This design comes from an exercise in tuning for small area and a short achievable clock period on the open sky130 flow, not from production work. At most, simulation tests tie the RTL to the original design; equivalence was not proved.

job 101:
## data_mem_ctrl
module data_mem_ctrl
#(
  parameter int ADDR_W  = 8,
  parameter int LATENCY = 2
) (
  input  logic                   CLK,
  input  logic                   Reset,
  input  logic                   MemReq,
  input  logic                   MemWrite,
  input  logic [ADDR_W-1:0]      Addr,
  input  logic [dmem_pkg::DMEM_DATA_W-1:0] DataIn,
  output logic [dmem_pkg::DMEM_DATA_W-1:0] DataMemOut,
  output logic                   MemBusy,
  output logic                   MemDone
);
Size in the first run: about 4600 cells after synthesis, roughly 2300 flip-flops, roughly 58000 um^2 of cells after synthesis.
clock: 4.0 ns
lec_check: 0
cap_margin: 50
core_margin: 2
core_utilization: 75
cts_cluster_diameter: 60
cts_cluster_size: 30
place_density: 0.75
setup_slack_margin: 2.15
slew_margin: 70
synth_hierarchical: 1
synth_minimum_keep_size: 0
standard.sh (not shown) runs the stock make flow with config.mk's settings and CLKGATE_MAP_FILE= SYNTH_SCRIPT=/design/flow/synth_recipe.tcl, a recipe that flattens the netlist after the stock synthesis.
==> flow/flow/run.sh <==
#!/bin/bash
# Own flow: the standard synthesis unchanged, then the standard layout steps
# with the delay cells (dlygate*, clkdlybuf*) added to the don't-use list so
# that the resizer does not pick them as port or signal buffers.
set -euo pipefail
PLATFORM_DONT_USE="sky130_fd_sc_hd__probe_p_8 sky130_fd_sc_hd__probec_p_8 sky130_fd_sc_hd__lpflow_bleeder_1 sky130_fd_sc_hd__lpflow_clkbufkapwr_1 sky130_fd_sc_hd__lpflow_clkbufkapwr_16 sky130_fd_sc_hd__lpflow_clkbufkapwr_2 sky130_fd_sc_hd__lpflow_clkbufkapwr_4 sky130_fd_sc_hd__lpflow_clkbufkapwr_8 sky130_fd_sc_hd__lpflow_clkinvkapwr_1 sky130_fd_sc_hd__lpflow_clkinvkapwr_16 sky130_fd_sc_hd__lpflow_clkinvkapwr_2 sky130_fd_sc_hd__lpflow_clkinvkapwr_4 sky130_fd_sc_hd__lpflow_clkinvkapwr_8 sky130_fd_sc_hd__lpflow_decapkapwr_12 sky130_fd_sc_hd__lpflow_decapkapwr_3 sky130_fd_sc_hd__lpflow_decapkapwr_4 sky130_fd_sc_hd__lpflow_decapkapwr_6 sky130_fd_sc_hd__lpflow_decapkapwr_8 sky130_fd_sc_hd__lpflow_inputiso0n_1 sky130_fd_sc_hd__lpflow_inputiso0p_1 sky130_fd_sc_hd__lpflow_inputiso1n_1 sky130_fd_sc_hd__lpflow_inputiso1p_1 sky130_fd_sc_hd__lpflow_inputisolatch_1 sky130_fd_sc_hd__lpflow_isobufsrc_1 sky130_fd_sc_hd__lpflow_isobufsrc_16 sky130_fd_sc_hd__lpflow_isobufsrc_2 sky130_fd_sc_hd__lpflow_isobufsrc_4 sky130_fd_sc_hd__lpflow_isobufsrc_8 sky130_fd_sc_hd__lpflow_isobufsrckapwr_16 sky130_fd_sc_hd__lpflow_lsbuf_lh_hl_isowell_tap_1 sky130_fd_sc_hd__lpflow_lsbuf_lh_hl_isowell_tap_2 sky130_fd_sc_hd__lpflow_lsbuf_lh_hl_isowell_tap_4 sky130_fd_sc_hd__lpflow_lsbuf_lh_isowell_4 sky130_fd_sc_hd__lpflow_lsbuf_lh_isowell_tap_1 sky130_fd_sc_hd__lpflow_lsbuf_lh_isowell_tap_2 sky130_fd_sc_hd__lpflow_lsbuf_lh_isowell_tap_4 "
EXTRA_DONT_USE="sky130_fd_sc_hd__dlygate4sd1_1 sky130_fd_sc_hd__dlygate4sd2_1 sky130_fd_sc_hd__dlygate4sd3_1 sky130_fd_sc_hd__dlymetal6s2s_1 sky130_fd_sc_hd__dlymetal6s4s_1 sky130_fd_sc_hd__dlymetal6s6s_1 sky130_fd_sc_hd__clkdlybuf4s15_1 sky130_fd_sc_hd__clkdlybuf4s15_2 sky130_fd_sc_hd__clkdlybuf4s18_1 sky130_fd_sc_hd__clkdlybuf4s18_2 sky130_fd_sc_hd__clkdlybuf4s25_1 sky130_fd_sc_hd__clkdlybuf4s25_2 sky130_fd_sc_hd__clkdlybuf4s50_1 sky130_fd_sc_hd__clkdlybuf4s50_2"
bash standard.sh synth > synth.log 2>&1
bash standard.sh "DONT_USE_CELLS=$PLATFORM_DONT_USE $EXTRA_DONT_USE" finish > layout.log 2>&1
Job 101 finished every stage and its layout cleared the timing, DRC and antenna checks.
Input-level comparison between job 102 and job 101:
# job 101
export LEC_CHECK = 0
export CAP_MARGIN = 50
export CORE_MARGIN = 2
export CORE_UTILIZATION = 75
export CTS_CLUSTER_DIAMETER = 60
export CTS_CLUSTER_SIZE = 30
export PLACE_DENSITY = 0.75
export SETUP_SLACK_MARGIN = 2.15
export SLEW_MARGIN = 70
export SYNTH_HIERARCHICAL = 1
export SYNTH_MINIMUM_KEEP_SIZE = 0
create_clock -name core_clock -period 4.0 [get_ports {CLK}]
# job 102
export LEC_CHECK = 0
export CAP_MARGIN = 50
export CORE_MARGIN = 2
export CORE_UTILIZATION = 75
export CTS_CLUSTER_DIAMETER = 60
export CTS_CLUSTER_SIZE = 34
export PLACE_DENSITY = 0.75
export SETUP_SLACK_MARGIN = 2.0
export SLEW_MARGIN = 70
export SYNTH_HIERARCHICAL = 1
export SYNTH_MINIMUM_KEEP_SIZE = 0
create_clock -name core_clock -period 4.0 [get_ports {CLK}]
Findings:
No stage failed in job 102, and the final checks on the layout all came back clean. Per the comparison of job 102 with job 101, post-route fraction of the period consumed by the critical path increased 2.2 points, aggregate routed wire length dropped about 2%. Taking job 101 as the reference point, the hold-critical path depth of job 102 rises by 1.

========
data_mem_ctrl, a different RTL version from the one above (not shown whole).
For scale: ~4600 cells after synthesis, ~2300 flip-flops.
export LEC_CHECK = 0
export CAP_MARGIN = 50
export CORE_MARGIN = 2
export CORE_UTILIZATION = 75
export CTS_CLUSTER_DIAMETER = 45
export CTS_CLUSTER_SIZE = 22
export PLACE_DENSITY = 0.75
export SETUP_SLACK_MARGIN = 2.0
export SLEW_MARGIN = 70
export SYNTH_HIERARCHICAL = 1
export SYNTH_MINIMUM_KEEP_SIZE = 0
create_clock -name core_clock -period 4.0 [get_ports {CLK}]
Scripts as last shown in full above: flow/flow/run.sh
==> next run, changes <==
Settings changed: CTS_CLUSTER_DIAMETER 45 to 60, CTS_CLUSTER_SIZE 22 to 30.
Synthesized cell count is unchanged.
Cell count falls by 1.7%.
Fmax rises by 2.0%.
Function was not checked in any run of this note: the RTL went through the layout flow alone.

[separate check: timing with driven ports]
No port has a modelled driver above. Below, the same layouts with a new extraction and two added sets of constraints.
Step 1, drivers: a clkbuf_16 drives CLK and a buf_2 each remaining input, both assumed.
Step 2 times the ports against the registers' clock, not the clock port: input delays grow and output delays shrink by t, the midpoint of the rising clock arrivals with the driver on.
a / b / c = no drivers / after step 1 / after step 2; a / b = the first two.
run | t (ns) | setup slack, ns | worst setup path after step 2 | worst data-port slew with drivers (ns) | pins driven straight from the clock port
job 101 | 0.752 | 1.953 / 1.907 / 1.322 | input to register | 0.11 | 1
job 102 | 0.746 | 1.865 / 1.865 / 1.239 | input to register | 0.11 | 1
the first run of note 2 | 0.818 | 1.886 / 1.853 / 1.232 | input to register | 0.11 | 1
the second run of note 2 | 0.771 | 1.927 / 1.856 / 1.285 | input to register | 0.11 | 1
After both steps setup and hold are still met in every run listed. The setup slack of the first run of note 2, which loses most, moves by -0.033 ns with the drivers and by -0.654 ns with both steps.
